Context: an optimization exercise on an open-source flow, tuned for small area, a short achievable clock period and few clock cycles. The choices shown serve that exercise and are no tape-out recipe.
In this exercise RTL edits were held to simulation tests only and were not proved equivalent to the original.
Power is estimated from default activity; no workload was simulated.

try-maple:
==> flow/design.v (excerpt) <==
module matmul_sequencer (
  input  logic       clk,
  input  logic       rst,
  input  logic       rx_valid,
  input  logic [7:0] rx_data,
  output logic [7:0] tx_data,
  output logic       tx_valid,
  input  logic       tx_ready,
  output logic       busy,
  output logic       done,
  output logic       err
);
Size: about 4,000 cells after synthesis, ~1,300 flip-flops, roughly 24 I/O pins, ~49,000 sq um of cells after synthesis.
==> flow/config.mk <==
export PLATFORM = sky130hd
export DESIGN_NAME = matmul_sequencer
export DESIGN_NICKNAME = matmul_sequencer
export VERILOG_FILES = /design/flow/design.v
export SDC_FILE = /design/flow/constraint.sdc
export NUM_CORES = 4
export LEC_CHECK = 0
export CAP_MARGIN = 20
export CORE_MARGIN = 2
export CORE_UTILIZATION = 40
export PLACE_DENSITY = 0.6
export SLEW_MARGIN = 20
==> flow/constraint.sdc <==
create_clock -name core_clock -period 11.0 [get_ports {clk}]
set_input_delay 2.2000 -clock core_clock [delete_from_list [all_inputs] [get_ports {clk}]]
set_output_delay 2.2000 -clock core_clock [all_outputs]
set_load 0.01 [all_outputs]
standard.sh (not shown) runs the stock make flow with config.mk's settings and CLKGATE_MAP_FILE= SYNTH_SCRIPT=/design/flow/synth_recipe.tcl, a recipe that flattens the netlist after the stock synthesis.
==> flow/flow/run.sh <==
#!/bin/bash
set -euo pipefail
bash standard.sh SETUP_SLACK_MARGIN=7.5 CTS_CLUSTER_SIZE=20 CTS_CLUSTER_DIAMETER=90 finish > standard.log 2>&1
Testbench counts of try-maple, summed over its fixed seeds: cycles 26,589.
## Diff of input files: try-juniper against try-maple
==> flow/flow/run.sh <==
#!/bin/bash
set -euo pipefail
bash standard.sh SETUP_SLACK_MARGIN=7.5 "CTS_BUF_LIST=sky130_fd_sc_hd__clkbuf_4 sky130_fd_sc_hd__clkbuf_8" finish > standard.log 2>&1
--- outcome ---
Result: PASS for each of try-juniper and try-maple. Summary: with try-maple as the reference, wire length of the first global-routing pass in try-juniper moved up slightly. Between try-juniper and try-maple, the difference in number of sequential cells is negligible. On try-juniper: growth of design area from synthesis to finish is 4.3 points higher than what try-maple gave. Sequential fraction of total cell area came out lower on try-juniper than on try-maple.
> inputs changed (try-juniper -> try-cedar)
==> flow/flow/run.sh <==
#!/bin/bash
set -euo pipefail
bash standard.sh SETUP_SLACK_MARGIN=7.5 CTS_CLUSTER_SIZE=25 CTS_CLUSTER_DIAMETER=100 finish > standard.log 2>&1
Notes after the runs:
try-cedar got as far as final report (6_report), where a tool error ended the run. Comparing try-cedar against try-juniper, there is no change at all in die extent in x. Routed length on met2: higher on try-juniper. Changes observed in try-cedar relative to try-juniper: met3 track demand over resource in global routing down 1.5 points, number of buffers inserted to repair setup after CTS went down about 5.5%, count of unique library cells instantiated by Yosys essentially unchanged, mux cell area share after synthesis flat, global-route usage saw a decrease. try-cedar does better than try-juniper on first-pass GRT wire length. The gate count of the mapped netlist of try-juniper and that of try-cedar are within noise of each other. [compare] base=try-juniper new=try-cedar: via count -832; routed wire length -about 2%.
Changes in try-nickel relative to try-cedar:
==> flow/flow/run.sh <==
#!/bin/bash
set -euo pipefail
bash standard.sh SETUP_SLACK_MARGIN=7.8 CTS_CLUSTER_SIZE=25 CTS_CLUSTER_DIAMETER=70 finish > standard.log 2>&1
==> comparison <==
- No stage failed in try-nickel, and the final checks on the layout all came back clean.
- Max routed wire length across try-nickel and try-cedar: try-nickel
- Compared with try-cedar, in try-nickel mux cell area share after synthesis barely changed, buffers inserted during post-CTS setup optimization climbed about 65%, post-cts sizing count climbed 138, routability congestion estimate from global placement dropped about 2.5%.
- Relative to try-cedar, total length of routed met2 wires has increased by about 3.3% in try-nickel.
- The overall fraction of global-route tracks in use reported for try-nickel is greater than that of try-cedar by 0.63 points.
- In the flow results for try-nickel and try-cedar, the final HPWL from detailed placement is larger on try-nickel.

========
the baseline:
Another version of the RTL of matmul_sequencer (not shown whole).
Size: ~4000 cells after synthesis, roughly 1300 flip-flops, ~48000 um^2 of cells after synthesis.
Settings: LEC_CHECK=0, CAP_MARGIN=20, CORE_MARGIN=2, CORE_UTILIZATION=40, PLACE_DENSITY=0.6, SLEW_MARGIN=20; clock period 11.0 ns.
==> flow/flow/run.sh <==
#!/bin/bash
set -euo pipefail
bash standard.sh SETUP_SLACK_MARGIN=7.65 CTS_CLUSTER_SIZE=30 CTS_CLUSTER_DIAMETER=70 finish > standard.log 2>&1
Testbench counts of the baseline, summed over its fixed seeds: cycles 26,589.
Relative to the baseline, the following input files were edited for the candidate:
==> flow/flow/run.sh <==
#!/bin/bash
set -euo pipefail
bash standard.sh SETUP_SLACK_MARGIN=7.55 CTS_CLUSTER_SIZE=25 CTS_CLUSTER_DIAMETER=70 finish > standard.log 2>&1
==> summary.txt <==
Compared with the baseline, in the candidate number of antenna diodes moved up, share of the core filled with cells in the final layout level, combined global-route utilization of all metal layers level.
On post-CTS clock slew at the launch and capture registers of the worst setup and hold paths, the candidate and the baseline are basically level.
The candidate completed end to end with timing, DRC and antenna clean.

========
Setup of run A:
RTL: one of the versions met above, not the one the previous note started from.
For scale: about 4000 cells after synthesis, about 1300 flip-flops, roughly 0.049 sq mm of cells after synthesis.
clock: 11.0 ns
lec_check: 0
cap_margin: 20
core_margin: 2
core_utilization: 40
place_density: 0.6
slew_margin: 20
==> flow/flow/run.sh <==
#!/bin/bash
set -euo pipefail
bash standard.sh SETUP_SLACK_MARGIN=7.5 CORE_UTILIZATION=60 PLACE_DENSITY=0.75 finish > standard.log 2>&1
Run A ran to completion and came out clean on the timing, design-rule and antenna checks.
Testbench counts of run A, summed over its fixed seeds: cycles 26,589.
Modified inputs, run B compared to run A
==> flow/flow/run.sh <==
#!/bin/bash
set -euo pipefail
bash standard.sh SETUP_SLACK_MARGIN=7.5 CTS_CLUSTER_SIZE=30 CTS_CLUSTER_DIAMETER=90 finish > standard.log 2>&1
## What came out
- The die used by run B is larger than the one used by run A.
- Compared to run A, the router laid down more metal wire for run B.
- Between run B and run A, core utilization is lower for run B, run A comes in above that.
- In run B the starting utilization of the core area turned out 20 points lower than in run A.
- Wire length of the first global-routing pass: run B vs run A up about 0.7%
--- input diff run B..run C ---
==> flow/flow/run.sh <==
#!/bin/bash
set -euo pipefail
bash standard.sh SETUP_SLACK_MARGIN=7.5 CTS_CLUSTER_SIZE=30 CTS_CLUSTER_DIAMETER=70 finish > standard.log 2>&1
--- outcome ---
- Run B → run C: routed length on met3 went down, maximum operating frequency +1.3%, later-pin clock latency in the skew report stayed essentially flat, power in combinational cells now larger, cell count shows an increase of 52.
- Final area (higher): run C
- Comparing run C against run B, there is no change at all in final-layout setup total negative slack.
- First-iteration DRC count went up by more than 10% going from run B to run C.
- Note that the power after layout recorded for run C amounts to 1.06 times the value seen in run B.
- Compared with run B, clock network power in run C increased by more than a quarter.
- Leakage power figure is higher on run C
What run D does differently from run C at the input level:
==> flow/flow/run.sh <==
#!/bin/bash
set -euo pipefail
bash standard.sh SETUP_SLACK_MARGIN=7.5 CTS_CLUSTER_SIZE=25 CTS_CLUSTER_DIAMETER=70 finish > standard.log 2>&1
==> comparison <==
- Multi-input combinational cell count delta (run D -> run C): insignificant
- On sequential share of layout area, the lower figure sits with run C, not run D.
- NOTE: worst-case setup margin in the final layout in run D exceeds that of run C
- Detailed-route vias per instance (lower): run D
- From run C to run D the numbers moved as follows: data required time at the worst endpoint lost 0.06 ns, portion of the clock cycle consumed by the worst path in the final layout lost 0.40 points.
## Diff of input files: run E against run D
==> flow/flow/run.sh <==
#!/bin/bash
# The standard layout, with repair_timing asked for a larger setup margin.
set -euo pipefail
bash standard.sh SETUP_SLACK_MARGIN=7.5 finish > standard.log 2>&1
--- outcome ---
The flow did not stop early for run E: all stages ran, and the layout cleared the timing, design-rule and antenna checks. When run E is set beside run D, its length of routed met2 wiring turns out to be about 3% larger. The filler-free cell count of the finished design in run E sits 128 above the value recorded for run D. The met1 usage in global routing was comparable across run D and run E. Of run D and run E, the run reporting the lower actual slew at the worst max-slew pin was run D.
Modified inputs, run F compared to run E
==> flow/flow/run.sh <==
#!/bin/bash
set -euo pipefail
bash standard.sh SETUP_SLACK_MARGIN=7.65 CTS_CLUSTER_SIZE=25 CTS_CLUSTER_DIAMETER=70 finish > standard.log 2>&1
[summary]
- The run showing the smaller clock tree cell share of total cell area is run F.
- Wire length of the first global-routing pass: run F better than run E
- Against run E as the reference, run F delivers a lower routed wire length on met2.
- Run F vs run E — share of power burned in combinational logic rose 3.6 points.
- Multi-input gate area in the final layout: run F vs run E up 1.2%

==> separate check: timing with driven ports <==
The flow's constraints put no driver on any port. The routed layouts listed below were extracted and timed again, unchanged, in two steps.
Step 1, drivers: a clkbuf_16 drives clk and a buf_2 each remaining input, both assumed.
Step 2 times the ports against the registers' clock, not the clock port: input delays grow and output delays shrink by t, the midpoint of the rising clock arrivals with the driver on.
Three values: no drivers, after step 1, after step 2; two values: the first two.
run | shift t [ns] | slack for setup (ns) | hold WS [ns] | slew at the worst register clock pin (ns) | worst data-port slew with drivers (ns)
try-maple | 0.740 | 7.370 / 7.370 / 6.879 | 0.321 / 0.321 / 0.321 | 0.09 / 0.09 | 0.06
try-juniper | 0.912 | 7.389 / 7.327 / 6.686 | 0.296 / 0.296 / 0.296 | 0.08 / 0.08 | 0.05
try-nickel | 0.739 | 7.525 / 7.506 / 7.017 | 0.313 / 0.313 / 0.313 | 0.10 / 0.10 | 0.09
the baseline | 0.746 | 7.543 / 7.469 / 6.946 | 0.321 / 0.321 / 0.321 | 0.11 / 0.11 | 0.14
the candidate | 0.730 | 7.556 / 7.484 / 6.816 | 0.317 / 0.317 / 0.317 | 0.10 / 0.10 | 0.14
run A | 0.748 | 7.389 / 7.389 / 6.925 | 0.269 / 0.269 / 0.269 | 0.07 / 0.07 | 0.04
run B | 0.740 | 7.392 / 7.392 / 6.855 | 0.327 / 0.327 / 0.327 | 0.12 / 0.12 | 0.06
run C | 0.739 | 7.439 / 7.439 / 6.869 | 0.315 / 0.315 / 0.315 | 0.11 / 0.11 | 0.06
run D | 0.741 | 7.483 / 7.483 / 6.862 | 0.317 / 0.317 / 0.317 | 0.10 / 0.10 | 0.06
run E | 0.802 | 7.480 / 7.451 / 6.837 | 0.312 / 0.312 / 0.312 | 0.07 / 0.07 | 0.06
run F | 0.732 | 7.479 / 7.479 / 6.979 | 0.316 / 0.316 / 0.316 | 0.10 / 0.10 | 0.08
After both steps every run listed still meets setup and hold. The setup slack of the candidate, which loses most, moves by -0.072 ns with the drivers and by -0.740 ns with both steps.
